Context: an optimization exercise on an open-source flow, tuned for small area, a short achievable clock period and few clock cycles. The choices shown serve that exercise and are no tape-out recipe. In this exercise RTL edits were held to simulation tests only and were not proved equivalent to the original. Power is estimated from default activity; no workload was simulated.

==> v26 <==
==> flow/design.v (excerpt) <==
module systolic_mm_engine #(
    parameter int ROWS   = 4,
    parameter int COLS   = 4,
    parameter int DATA_W = 16,
    parameter int ACC_W  = 40,
    parameter int KLEN_W = 12
) (
    input  logic                                   clk,
    input  logic                                   rst_n,
    input  logic                                   start,
    input  logic                                   acc_mode,
    input  logic [KLEN_W-1:0]                      k_len,
    input  logic                                   in_valid,
    output logic                                   in_ready,
    input  logic [ROWS*DATA_W-1:0]                 a_vec,
    input  logic [COLS*DATA_W-1:0]                 b_vec,
    output logic                                   out_valid,
    input  logic                                   out_ready,
    output logic [COLS*ACC_W-1:0]                  out_row,
    output logic [(ROWS > 1 ? $clog2(ROWS) : 1)-1:0] out_idx,
    output logic                                   busy,
    output logic                                   done
);
    logic              busy_q, in_ready_q, out_valid_q, done_q;
    logic              f1_q, f2_q;       
    logic [1:0]        idx_q;            
    logic [3:0]        sel_s_q [COLS];   
    logic [3:0]        sel_c_q [COLS];
    logic [KLEN_W-1:0] rem_q;            
    logic              last_q;           
    logic              clr_q;            
    logic w_idle, w_start, w_take, w_load, w_fin;
    assign w_idle  = !busy_q;
    assign w_start = w_idle && start;
    assign w_take  = in_valid && in_ready_q;
    logic              more_q;           
    logic              last_row_q;       
    assign w_fin   = last_row_q && out_ready;
    assign w_load  = f2_q || (more_q && out_ready);
  ...
Settings: LEC_CHECK=0, CAP_MARGIN=35, CORE_MARGIN=2, CORE_UTILIZATION=65, SETUP_SLACK_MARGIN=5, SLEW_MARGIN=35, SYNTH_HIERARCHICAL=1, SYNTH_MINIMUM_KEEP_SIZE=0; clock period 11.0 ns.
standard.sh (not shown) runs the stock make flow with config.mk's settings and CLKGATE_MAP_FILE= SYNTH_SCRIPT=/design/flow/synth_recipe.tcl, a recipe that flattens the netlist after the stock synthesis.
==> flow/flow/run.sh <==
#!/bin/bash
set -euo pipefail
bash standard.sh SETUP_SLACK_MARGIN=7.2 "BUFFER_PORTS_ARGS=-buffer_cell sky130_fd_sc_hd__buf_2" finish > standard_flow.log 2>&1
==> v33: changes against v26 <==
--- a/flow/design.v
+++ b/flow/design.v
@@ -22,119 +22,104 @@
     output logic                                   busy,
     output logic                                   done
 );
     logic              busy_q, in_ready_q, out_valid_q, done_q;
     logic              f1_q, f2_q;       
+    logic              drn_q;            
     logic [1:0]        idx_q;            
+    logic [1:0]        rsel_q;           
     logic [3:0]        sel_s_q [COLS];   
     logic [3:0]        sel_c_q [COLS];
-    logic [KLEN_W-1:0] rem_q;            
-    logic              last_q;           
+    logic [KLEN_W-1:0] cnt_q;            
+    logic              take_q;           
+    logic [KLEN_W-1:0] w_rem;            
+    logic              w_last;           
     logic              clr_q;            
-    logic w_idle, w_start, w_take, w_load, w_fin;
+    logic w_idle, w_start, w_take, w_hs, w_fin, w_drn, w_valid;
+    logic [1:0] w_idx, w_rsel;
     assign w_idle  = !busy_q;
     assign w_start = w_idle && start;
     assign w_take  = in_valid && in_ready_q;
-    logic              more_q;           
-    logic              last_row_q;       
-    assign w_fin   = last_row_q && out_ready;
-    assign w_load  = f2_q || (more_q && out_ready);
+    assign w_hs    = out_valid_q && out_ready;
+    assign w_fin   = w_hs && (idx_q == 2'd3);
+    assign w_rem   = cnt_q - {{(KLEN_W-1){1'b0}}, take_q};
+    assign w_last  = (w_rem == KLEN_W'(1));
+    always_comb begin
+        w_idx   = f2_q ? 2'd0 : idx_q + {1'b0, w_hs};
+        w_drn   = f2_q || (drn_q && !w_fin);
+        w_valid = w_drn && (rsel_q == w_idx);
+        w_rsel  = w_valid ? w_idx + 2'd1 : w_idx;
+    end
     always_ff @(posedge clk or negedge rst_n) begin
         if (!rst_n) begin
             busy_q      <= 1'b0;
             in_ready_q  <= 1'b0;
             out_valid_q <= 1'b0;
             done_q      <= 1'b0;
+            take_q      <= 1'b0;
             f1_q        <= 1'b0;
             f2_q        <= 1'b0;
+            drn_q       <= 1'b0;
             idx_q       <= 2'd0;
-            more_q      <= 1'b0;
-            last_row_q  <= 1'b0;
+            rsel_q      <= 2'd0;
             for (int c = 0; c < COLS; c++) begin
                 sel_s_q[c] <= 4'b0001;
                 sel_c_q[c] <= 4'b0001;
             end
         end else begin
             done_q <= w_fin;
+            take_q <= w_take;
             f2_q   <= f1_q;
             if (w_start) begin
                 busy_q     <= 1'b1;
                 in_ready_q <= (k_len != '0);
                 f1_q       <= (k_len == '0);
             end else begin
                 if (w_fin) busy_q <= 1'b0;
-                if (w_take && last_q) in_ready_q <= 1'b0;
-                f1_q <= w_take && last_q;
+                if (w_take && w_last) in_ready_q <= 1'b0;
+                f1_q <= w_take && w_last;
             end
-            if (f2_q) out_valid_q <= 1'b1;
-            else if (w_fin) out_valid_q <= 1'b0;
-            if (w_load) begin
-                more_q     <= f2_q || (idx_q != 2'd2);
-                last_row_q <= !f2_q && (idx_q == 2'd2);
-            end else if (w_fin) begin
-                last_row_q <= 1'b0;
-            end
-            if (w_load) begin
-                idx_q <= f2_q ? 2'd0 : idx_q + 2'd1;
-                for (int c = 0; c < COLS; c++) begin
-                    sel_s_q[c] <= {sel_s_q[c][2:0], sel_s_q[c][3]};
-                    sel_c_q[c] <= {sel_c_q[c][2:0], sel_c_q[c][3]};
-                end
+            drn_q       <= w_drn;
+            out_valid_q <= w_valid;
+            idx_q       <= w_idx;
+            rsel_q      <= w_rsel;
+            for (int c = 0; c < COLS; c++) begin
+                sel_s_q[c] <= 4'b0001 << w_rsel;
+                sel_c_q[c] <= 4'b0001 << w_rsel;
             end
         end
     end
     always_ff @(posedge clk or negedge rst_n) begin
         if (!rst_n) clr_q <= 1'b1;
         else        clr_q <= w_start && !acc_mode;
     end
     always_ff @(posedge clk) begin
-        if (w_start) begin
-            rem_q  <= k_len;
-            last_q <= (k_len == KLEN_W'(1));
-        end else if (w_take) begin
-            rem_q  <= rem_q - KLEN_W'(1);
-            last_q <= (rem_q == KLEN_W'(2));
-        end
-    end
-    logic [DATA_W-1:0] a_q [ROWS];
-    logic [7:0] one_q [COLS];
-    logic [7:0] two_q [COLS];
-    logic [7:0] neg_q [COLS];
-    always_ff @(posedge clk) begin
-        for (int r = 0; r < ROWS; r++) a_q[r] <= a_vec[r*DATA_W +: DATA_W];
+        cnt_q <= w_start ? k_len : w_rem;
     end
+    logic [7:0] one_d [COLS];
+    logic [7:0] two_d [COLS];
+    logic [7:0] neg_d [COLS];
     for (genvar c = 0; c < COLS; c++) begin : g_enc
         logic [DATA_W:0] bx;
-        logic [7:0] one_d, two_d, neg_d;
         assign bx = {b_vec[c*DATA_W +: DATA_W], 1'b0};
         always_comb begin
             for (int i = 0; i < 8; i++) begin
-                one_d[i] = w_take && (bx[2*i+1] ^ bx[2*i]);
-                two_d[i] = w_take && ((bx[2*i+2] && !bx[2*i+1] && !bx[2*i]) ||
-                                      (!bx[2*i+2] && bx[2*i+1] && bx[2*i]));
-                neg_d[i] = w_take && bx[2*i+2];
-            end
-        end
-        always_ff @(posedge clk or negedge rst_n) begin
-            if (!rst_n) begin
-                one_q[c] <= '0;
-                two_q[c] <= '0;
-                neg_q[c] <= '0;
-            end else begin
-                one_q[c] <= one_d;
-                two_q[c] <= two_d;
-                neg_q[c] <= neg_d;
+                one_d[c][i] = w_take && (bx[2*i+1] ^ bx[2*i]);
+                two_d[c][i] = w_take && ((bx[2*i+2] && !bx[2*i+1] && !bx[2*i]) ||
+                                         (!bx[2*i+2] && bx[2*i+1] && bx[2*i]));
+                neg_d[c][i] = w_take && bx[2*i+2];
             end
         end
     end
     logic [ACC_W-1:0] s_acc [ROWS][COLS];
     logic [ACC_W-1:0] c_acc [ROWS][COLS];
     for (genvar r = 0; r < ROWS; r++) begin : g_r
         for (genvar c = 0; c < COLS; c++) begin : g_c
             logic [ACC_W-1:0] s_d, c_d;
             smm_mac u_mac (
-                .a(a_q[r]), .one(one_q[c]), .two(two_q[c]), .neg(neg_q[c]),
+                .clk(clk), .a_d(a_vec[r*DATA_W +: DATA_W]),
+                .one_d(one_d[c]), .two_d(two_d[c]), .neg_d(neg_d[c]),
                 .s_q(s_acc[r][c]), .c_q(c_acc[r][c]), .s_d(s_d), .c_d(c_d)
             );
             always_ff @(posedge clk) begin
                 s_acc[r][c] <= s_d & {ACC_W{~clr_q}};
                 c_acc[r][c] <= c_d & {ACC_W{~clr_q}};
@@ -154,11 +139,11 @@
             end
         end
         smm_add40 u_add (.a(s_sel), .b(c_sel), .s(w_row[c*ACC_W +: ACC_W]));
     end
     always_ff @(posedge clk) begin
-        if (w_load) row_q <= w_row;
+        row_q <= w_row;
     end
     assign in_ready  = in_ready_q;
     assign out_valid = out_valid_q;
     assign out_row   = row_q;
     assign out_idx   = idx_q;
@@ -202,19 +187,28 @@
 );
     assign g = gh | (ph & gl);
     assign p = ph & pl;
 endmodule
 module smm_mac (
-    input  logic [15:0] a,
-    input  logic [7:0]  one,
-    input  logic [7:0]  two,
-    input  logic [7:0]  neg,
+    input  logic        clk,
+    input  logic [15:0] a_d,
+    input  logic [7:0]  one_d,
+    input  logic [7:0]  two_d,
+    input  logic [7:0]  neg_d,
     input  logic [39:0] s_q,
     input  logic [39:0] c_q,
     output logic [39:0] s_d,
     output logic [39:0] c_d
 );
+  logic [15:0] a;
+  logic [7:0]  one, two, neg;
+  always_ff @(posedge clk) begin
+    a   <= a_d;
+    one <= one_d;
+    two <= two_d;
+    neg <= neg_d;
+  end
   wire [16:0] ax = {a[15], a};
   wire [16:0] a2 = {a, 1'b0};
   wire [16:0] x0 = (({17{one[0]}} & ax) | ({17{two[0]}} & a2)) ^ {17{neg[0]}};
   wire [16:0] x1 = (({17{one[1]}} & ax) | ({17{two[1]}} & a2)) ^ {17{neg[1]}};
   wire [16:0] x2 = (({17{one[2]}} & ax) | ({17{two[2]}} & a2)) ^ {17{neg[2]}};
==> flow/flow/run.sh (replaced) <==
#!/bin/bash
set -euo pipefail
bash standard.sh SETUP_SLACK_MARGIN=7.4 "BUFFER_PORTS_ARGS=-buffer_cell sky130_fd_sc_hd__buf_2" finish > standard_flow.log 2>&1
CAP_MARGIN = 20   (was 35)
SLEW_MARGIN = 20   (was 35)
==> v21: changes against v26 <==
--- a/flow/design.v
+++ b/flow/design.v
@@ -22,35 +22,42 @@
     output logic                                   busy,
     output logic                                   done
 );
     logic              busy_q, in_ready_q, out_valid_q, done_q;
     logic              f1_q, f2_q;       
+    logic              drn_q;            
     logic [1:0]        idx_q;            
+    logic [1:0]        rsel_q;           
     logic [3:0]        sel_s_q [COLS];   
     logic [3:0]        sel_c_q [COLS];
     logic [KLEN_W-1:0] rem_q;            
     logic              last_q;           
     logic              clr_q;            
-    logic w_idle, w_start, w_take, w_load, w_fin;
+    logic w_idle, w_start, w_take, w_hs, w_fin, w_drn, w_valid;
+    logic [1:0] w_idx, w_rsel;
     assign w_idle  = !busy_q;
     assign w_start = w_idle && start;
     assign w_take  = in_valid && in_ready_q;
-    logic              more_q;           
-    logic              last_row_q;       
-    assign w_fin   = last_row_q && out_ready;
-    assign w_load  = f2_q || (more_q && out_ready);
+    assign w_hs    = out_valid_q && out_ready;
+    assign w_fin   = w_hs && (idx_q == 2'd3);
+    always_comb begin
+        w_idx   = f2_q ? 2'd0 : idx_q + {1'b0, w_hs};
+        w_drn   = f2_q || (drn_q && !w_fin);
+        w_valid = w_drn && (rsel_q == w_idx);
+        w_rsel  = w_valid ? w_idx + 2'd1 : w_idx;
+    end
     always_ff @(posedge clk or negedge rst_n) begin
         if (!rst_n) begin
             busy_q      <= 1'b0;
             in_ready_q  <= 1'b0;
             out_valid_q <= 1'b0;
             done_q      <= 1'b0;
             f1_q        <= 1'b0;
             f2_q        <= 1'b0;
+            drn_q       <= 1'b0;
             idx_q       <= 2'd0;
-            more_q      <= 1'b0;
-            last_row_q  <= 1'b0;
+            rsel_q      <= 2'd0;
             for (int c = 0; c < COLS; c++) begin
                 sel_s_q[c] <= 4'b0001;
                 sel_c_q[c] <= 4'b0001;
             end
         end else begin
@@ -63,24 +70,17 @@
             end else begin
                 if (w_fin) busy_q <= 1'b0;
                 if (w_take && last_q) in_ready_q <= 1'b0;
                 f1_q <= w_take && last_q;
             end
-            if (f2_q) out_valid_q <= 1'b1;
-            else if (w_fin) out_valid_q <= 1'b0;
-            if (w_load) begin
-                more_q     <= f2_q || (idx_q != 2'd2);
-                last_row_q <= !f2_q && (idx_q == 2'd2);
-            end else if (w_fin) begin
-                last_row_q <= 1'b0;
-            end
-            if (w_load) begin
-                idx_q <= f2_q ? 2'd0 : idx_q + 2'd1;
-                for (int c = 0; c < COLS; c++) begin
-                    sel_s_q[c] <= {sel_s_q[c][2:0], sel_s_q[c][3]};
-                    sel_c_q[c] <= {sel_c_q[c][2:0], sel_c_q[c][3]};
-                end
+            drn_q       <= w_drn;
+            out_valid_q <= w_valid;
+            idx_q       <= w_idx;
+            rsel_q      <= w_rsel;
+            for (int c = 0; c < COLS; c++) begin
+                sel_s_q[c] <= 4'b0001 << w_rsel;
+                sel_c_q[c] <= 4'b0001 << w_rsel;
             end
         end
     end
     always_ff @(posedge clk or negedge rst_n) begin
         if (!rst_n) clr_q <= 1'b1;
@@ -93,48 +93,33 @@
         end else if (w_take) begin
             rem_q  <= rem_q - KLEN_W'(1);
             last_q <= (rem_q == KLEN_W'(2));
         end
     end
-    logic [DATA_W-1:0] a_q [ROWS];
-    logic [7:0] one_q [COLS];
-    logic [7:0] two_q [COLS];
-    logic [7:0] neg_q [COLS];
-    always_ff @(posedge clk) begin
-        for (int r = 0; r < ROWS; r++) a_q[r] <= a_vec[r*DATA_W +: DATA_W];
-    end
+    logic [7:0] one_d [COLS];
+    logic [7:0] two_d [COLS];
+    logic [7:0] neg_d [COLS];
     for (genvar c = 0; c < COLS; c++) begin : g_enc
         logic [DATA_W:0] bx;
-        logic [7:0] one_d, two_d, neg_d;
         assign bx = {b_vec[c*DATA_W +: DATA_W], 1'b0};
         always_comb begin
             for (int i = 0; i < 8; i++) begin
-                one_d[i] = w_take && (bx[2*i+1] ^ bx[2*i]);
-                two_d[i] = w_take && ((bx[2*i+2] && !bx[2*i+1] && !bx[2*i]) ||
-                                      (!bx[2*i+2] && bx[2*i+1] && bx[2*i]));
-                neg_d[i] = w_take && bx[2*i+2];
-            end
-        end
-        always_ff @(posedge clk or negedge rst_n) begin
-            if (!rst_n) begin
-                one_q[c] <= '0;
-                two_q[c] <= '0;
-                neg_q[c] <= '0;
-            end else begin
-                one_q[c] <= one_d;
-                two_q[c] <= two_d;
-                neg_q[c] <= neg_d;
+                one_d[c][i] = w_take && (bx[2*i+1] ^ bx[2*i]);
+                two_d[c][i] = w_take && ((bx[2*i+2] && !bx[2*i+1] && !bx[2*i]) ||
+                                         (!bx[2*i+2] && bx[2*i+1] && bx[2*i]));
+                neg_d[c][i] = w_take && bx[2*i+2];
             end
         end
     end
     logic [ACC_W-1:0] s_acc [ROWS][COLS];
     logic [ACC_W-1:0] c_acc [ROWS][COLS];
     for (genvar r = 0; r < ROWS; r++) begin : g_r
         for (genvar c = 0; c < COLS; c++) begin : g_c
             logic [ACC_W-1:0] s_d, c_d;
             smm_mac u_mac (
-                .a(a_q[r]), .one(one_q[c]), .two(two_q[c]), .neg(neg_q[c]),
+                .clk(clk), .a_d(a_vec[r*DATA_W +: DATA_W]),
+                .one_d(one_d[c]), .two_d(two_d[c]), .neg_d(neg_d[c]),
                 .s_q(s_acc[r][c]), .c_q(c_acc[r][c]), .s_d(s_d), .c_d(c_d)
             );
             always_ff @(posedge clk) begin
                 s_acc[r][c] <= s_d & {ACC_W{~clr_q}};
                 c_acc[r][c] <= c_d & {ACC_W{~clr_q}};
@@ -154,11 +139,11 @@
             end
         end
         smm_add40 u_add (.a(s_sel), .b(c_sel), .s(w_row[c*ACC_W +: ACC_W]));
     end
     always_ff @(posedge clk) begin
-        if (w_load) row_q <= w_row;
+        row_q <= w_row;
     end
     assign in_ready  = in_ready_q;
     assign out_valid = out_valid_q;
     assign out_row   = row_q;
     assign out_idx   = idx_q;
@@ -202,19 +187,28 @@
 );
     assign g = gh | (ph & gl);
     assign p = ph & pl;
 endmodule
 module smm_mac (
-    input  logic [15:0] a,
-    input  logic [7:0]  one,
-    input  logic [7:0]  two,
-    input  logic [7:0]  neg,
+    input  logic        clk,
+    input  logic [15:0] a_d,
+    input  logic [7:0]  one_d,
+    input  logic [7:0]  two_d,
+    input  logic [7:0]  neg_d,
     input  logic [39:0] s_q,
     input  logic [39:0] c_q,
     output logic [39:0] s_d,
     output logic [39:0] c_d
 );
+  logic [15:0] a;
+  logic [7:0]  one, two, neg;
+  always_ff @(posedge clk) begin
+    a   <= a_d;
+    one <= one_d;
+    two <= two_d;
+    neg <= neg_d;
+  end
   wire [16:0] ax = {a[15], a};
   wire [16:0] a2 = {a, 1'b0};
   wire [16:0] x0 = (({17{one[0]}} & ax) | ({17{two[0]}} & a2)) ^ {17{neg[0]}};
   wire [16:0] x1 = (({17{one[1]}} & ax) | ({17{two[1]}} & a2)) ^ {17{neg[1]}};
   wire [16:0] x2 = (({17{one[2]}} & ax) | ({17{two[2]}} & a2)) ^ {17{neg[2]}};
==> qor summary <==
item	v26	v21	v33
Routed length on met1	212000 um	213000 um	215000 um
Max Fanout on Critical Path	1	1	2
Sequential share of power	0.207	0.244	0.226
Number of optimization iterations in the first detailed-route pass	13	6	9
Simple-gate portion of the synthesized area	0.0710	0.0691	0.0687
Power Total	60.6 mW	61.3 mW	72.9 mW
Flop+latch power	12.5 mW	15.0 mW	16.4 mW
Iter 0 DRT Violations	13996	11177	12675
Via count of the first global-routing pass	124094	119291	120239
Synthesized area per cell	11.4 um2	11.5 um2	11.5 um2
Power Dens Cells	346 mW/mm2	350 mW/mm2	409 mW/mm2
Sequential fraction of the synthesis area	0.208	0.239	0.238
Sequential Area	0.0362 mm2	0.0429 mm2	0.0437 mm2
Layout net count	16498	16559	16629
End point of the critical path	out_row[120]	out_row[159]	in_ready
Worst Hold Launch	out_valid_q	f1_q	cnt_q[6]
Result of the run	no timing/DRC/antenna violations	no timing/DRC/antenna violations	complete, but fails checks
Reasons for failing layout checks	-	-	antenna violations
Footprint of the multi-input gates	0.114 mm2	0.113 mm2	0.113 mm2
Mapped cell area	0.171 mm2	0.178 mm2	0.178 mm2
Logic inverters	279	277	278
Testbench counts of v26, summed over its fixed seeds: cycles 6,501.
Testbench counts of v33, summed over its fixed seeds: cycles 6,501.
Testbench counts of v21, summed over its fixed seeds: cycles 6,501.

[separate check: timing with driven ports]
The flow's constraints put no driver on any port. The routed layouts listed below were extracted and timed again, unchanged, in two steps.
Step 1: set_driving_cell puts a clkbuf_16 on clk and a buf_2 on each other input, an assumption about the parent block.
Step 2, shift: input delay + t, output delay - t, t = (earliest + latest rising clock arrival at the registers) / 2. This alone moves slack from input paths to output paths.
a / b / c = ideal ports / drivers / drivers and shift; a / b = the first two.
run | shift t [ns] | setup WS [ns] | latest minus earliest clock arrival (ns) | pins driven straight from the clock port
v26 | 1.017 | 6.837 / 6.730 / 6.352 | 0.056 / 0.056 | 1
v33 | 1.042 | 7.125 / 7.014 / 6.452 | 0.071 / 0.072 | 1
v21 | 1.033 | 7.168 / 7.052 / 6.380 | 0.046 / 0.046 | 1
The setup slack of v21, which loses most, moves by -0.116 ns with the drivers and by -0.788 ns with both steps.
